Context: an optimization exercise on an open-source flow, tuned for small area. The choices shown serve that exercise and are no tape-out recipe. Function was checked by simulation only, so behaviour that the tests miss may differ from the original. Power is estimated from default activity; no workload was simulated.

==> flow/design.v <==
package mips_pkg;
  localparam int DATA_W     = 32;
  localparam int REG_ADDR_W = 5;
  localparam int NUM_REGS   = 32;
  localparam logic [REG_ADDR_W-1:0] REG_ZERO = 5'd0;
  localparam logic [REG_ADDR_W-1:0] REG_SP   = 5'd29;
  localparam logic [REG_ADDR_W-1:0] REG_RA   = 5'd31;
endpackage
module rf_read_port
#(
  parameter int DATA_W   = 32,
  parameter int ADDR_W   = 5,
  parameter int NUM_REGS = 32
) (
  input  logic [ADDR_W-1:0]          rd_addr,
  input  logic [NUM_REGS*DATA_W-1:0] regs_flat,
  input  logic [NUM_REGS-1:0]        vld,
  output logic [DATA_W-1:0]          rd_data
);
  logic [NUM_REGS-1:0] sel;
  rf_read_dec #(.ADDR_W(ADDR_W), .NUM_REGS(NUM_REGS)) u_dec (
    .rd_addr (rd_addr),
    .vld     (vld),
    .sel     (sel)
  );
  for (genvar b = 0; b < DATA_W; b++) begin : g_bit
    logic [NUM_REGS-1:0] col;
    for (genvar i = 0; i < NUM_REGS; i++) begin : g_col
      assign col[i] = regs_flat[i*DATA_W + b];
    end
    rf_read_bit u_bit (
      .sel (sel[31:1]),
      .d   (col[31:1]),
      .y   (rd_data[b])
    );
  end
endmodule
module rf_read_dec
#(
  parameter int ADDR_W   = 5,
  parameter int NUM_REGS = 32
) (
  input  logic [ADDR_W-1:0]   rd_addr,
  input  logic [NUM_REGS-1:0] vld,
  output logic [NUM_REGS-1:0] sel
);
  always_comb begin
    sel[0] = 1'b0;
    for (int i = 1; i < NUM_REGS; i++) begin
      sel[i] = (rd_addr == ADDR_W'(i)) && vld[i];
    end
  end
endmodule
module rf_read_bit (
  input  logic [31:1] sel,
  input  logic [31:1] d,
  output logic        y
);
  logic [9:0] t_n;
  for (genvar k = 0; k < 10; k++) begin : g_aoi
    rf_aoi3 u_aoi (
      .s   (sel[3*k+3:3*k+1]),
      .d   (d[3*k+3:3*k+1]),
      .y_n (t_n[k])
    );
  end
  rf_comb u_comb (
    .t_n (t_n),
    .s   (sel[31]),
    .d   (d[31]),
    .y   (y)
  );
endmodule
module rf_aoi3 (
  input  logic [2:0] s,
  input  logic [2:0] d,
  output logic       y_n
);
  assign y_n = ~((s[0] & d[0]) | (s[1] & d[1]) | (s[2] & d[2]));
endmodule
module rf_comb (
  input  logic [9:0] t_n,
  input  logic       s,
  input  logic       d,
  output logic       y
);
  assign y = ~(&t_n) | (s & d);
endmodule
module reg_file
#(
  parameter int DATA_W   = mips_pkg::DATA_W,
  parameter int ADDR_W   = mips_pkg::REG_ADDR_W,
  parameter int NUM_REGS = mips_pkg::NUM_REGS
) (
  input  logic              clk,
  input  logic              rst,
  input  logic [ADDR_W-1:0] rs_addr,
  input  logic [ADDR_W-1:0] rt_addr,
  output logic [DATA_W-1:0] rs_data,
  output logic [DATA_W-1:0] rt_data,
  input  logic              we,
  input  logic [ADDR_W-1:0] wr_addr,
  input  logic [DATA_W-1:0] wr_data,
  input  logic [ADDR_W-1:0] dbg_addr,
  output logic [DATA_W-1:0] dbg_data
);
  logic [NUM_REGS*DATA_W-1:0] regs_flat;
  logic [NUM_REGS-1:0]        vld_q;
  logic [NUM_REGS-1:0]        wr_sel;
  logic [NUM_REGS-1:0]        wr_hold;
  assign regs_flat[DATA_W-1:0] = '0;
  assign vld_q[0]              = 1'b0;
  always_comb begin
    for (int i = 0; i < NUM_REGS; i++) begin
      wr_sel[i]  = we && (wr_addr == ADDR_W'(i));
      wr_hold[i] = !wr_sel[i];
    end
  end
  for (genvar i = 1; i < NUM_REGS; i++) begin : g_reg
    logic [DATA_W-1:0] data_q;
    logic [DATA_W-1:0] data_d;
    for (genvar b = 0; b < DATA_W; b++) begin : g_bit
      rf_wmux u_wmux (
        .ld   (wr_sel[i]),
        .hold (wr_hold[i]),
        .d    (wr_data[b]),
        .q    (data_q[b]),
        .y    (data_d[b])
      );
    end
    always_ff @(posedge clk) begin
      data_q <= data_d;
    end
    always_ff @(posedge clk or posedge rst) begin
      if (rst) begin
        vld_q[i] <= 1'b0;
      end else if (wr_sel[i]) begin
        vld_q[i] <= 1'b1;
      end
    end
    assign regs_flat[i*DATA_W +: DATA_W] = data_q;
  end
  rf_read_port #(.DATA_W(DATA_W), .ADDR_W(ADDR_W), .NUM_REGS(NUM_REGS)) u_rs_port (
    .rd_addr   (rs_addr),
    .regs_flat (regs_flat),
    .vld       (vld_q),
    .rd_data   (rs_data)
  );
  rf_read_port #(.DATA_W(DATA_W), .ADDR_W(ADDR_W), .NUM_REGS(NUM_REGS)) u_rt_port (
    .rd_addr   (rt_addr),
    .regs_flat (regs_flat),
    .vld       (vld_q),
    .rd_data   (rt_data)
  );
  rf_read_port #(.DATA_W(DATA_W), .ADDR_W(ADDR_W), .NUM_REGS(NUM_REGS)) u_dbg_port (
    .rd_addr   (dbg_addr),
    .regs_flat (regs_flat),
    .vld       (vld_q),
    .rd_data   (dbg_data)
  );
endmodule
module rf_wmux (
  input  logic ld,
  input  logic hold,
  input  logic d,
  input  logic q,
  output logic y
);
  assign y = (ld & d) | (hold & q);
endmodule
export LEC_CHECK = 0
export CAP_MARGIN = 20
export CELL_PAD_IN_SITES_DETAIL_PLACEMENT = 1
export CELL_PAD_IN_SITES_GLOBAL_PLACEMENT = 1
export CORE_MARGIN = 2
export CORE_UTILIZATION = 30
export PLACE_DENSITY = 0.4
export SLEW_MARGIN = 20
export SYNTH_HIERARCHICAL = 1
export SYNTH_MINIMUM_KEEP_SIZE = 0
create_clock -name core_clock -period 10.0 [get_ports {clk}]
run.sh (not shown) runs the stock make flow with config.mk's settings and CLKGATE_MAP_FILE= SYNTH_SCRIPT=/design/flow/synth_recipe.tcl, a recipe that flattens the netlist after the stock synthesis.
Next try:
==> flow/flow/run.sh (new file) <==
#!/bin/bash
# The standard layout (the standard.sh, standard synthesis unchanged) with
# three changes: the port buffers are the smallest plain buffer instead of a
# delay cell, and the clock tree uses larger sink clusters and no dummy loads.
set -euo pipefail
export BUFFER_PORTS_ARGS="-buffer_cell sky130_fd_sc_hd__buf_1"
export CTS_ARGS="-sink_clustering_enable -repair_clock_nets -dont_use_dummy_load -buf_list sky130_fd_sc_hd__clkbuf_16 -sink_clustering_size 20 -sink_clustering_max_diameter 80"
bash standard.sh > standard.log 2>&1
==> flow/standard.sh (new file) <==
#!/bin/bash
# synth_recipe.tcl (not shown) runs the flow's synth.tcl, then flattens the netlist and writes it again
# the make line also repeats each setting of config.mk as NAME=value (left out here)
make -C /OpenROAD-flow-scripts/flow DESIGN_CONFIG=/design/flow/config.mk WORK_HOME=/design/flow/orfs CLKGATE_MAP_FILE= SYNTH_SCRIPT=/design/flow/synth_recipe.tcl "${@:-finish}"
removed: flow/run.sh
Via count falls by 1.1%.
Final area falls by 6.7%.
Sequential power goes down by about 0.9%.
Synthesized area stays the same.
Hold slack got worse by 0.0063 ns.
Sequential share of layout area came out higher by 2.8 points.
Critical path depth is higher by 1.
Setup slack is better by 0.80 ns.
Wire length decreases by 1.4%.
Synthesized cell count does not change.
Core utilization falls by 2.5 points.

## static timing again, ports no longer ideal
In the flow no input, the clock included, has a driving cell. The finished layouts below were timed again as built, in two steps. Step 1 assumes that a clkbuf_16 drives the clock port and a buf_2 every other input. Step 2 adds t to the input delays and takes it off the output delays; t is the mean of the earliest and latest rising clock arrival at the registers after step 1. Input paths then give back, and output paths get back, about the clock's delay inside the block. a / b / c = ideal / step 1 / step 2; a / b = the first two.
run	t (ns)	slack for setup (ns)	pins driven straight from the clock port
the first run	0.851	1.845 / 1.823 / 1.823	1
the second run	0.784	2.641 / 2.615 / 2.615	1
After both steps setup and hold are still met in every run listed. The setup slack of the second run, which loses most, moves by -0.026 ns with the drivers and by -0.026 ns with both steps.
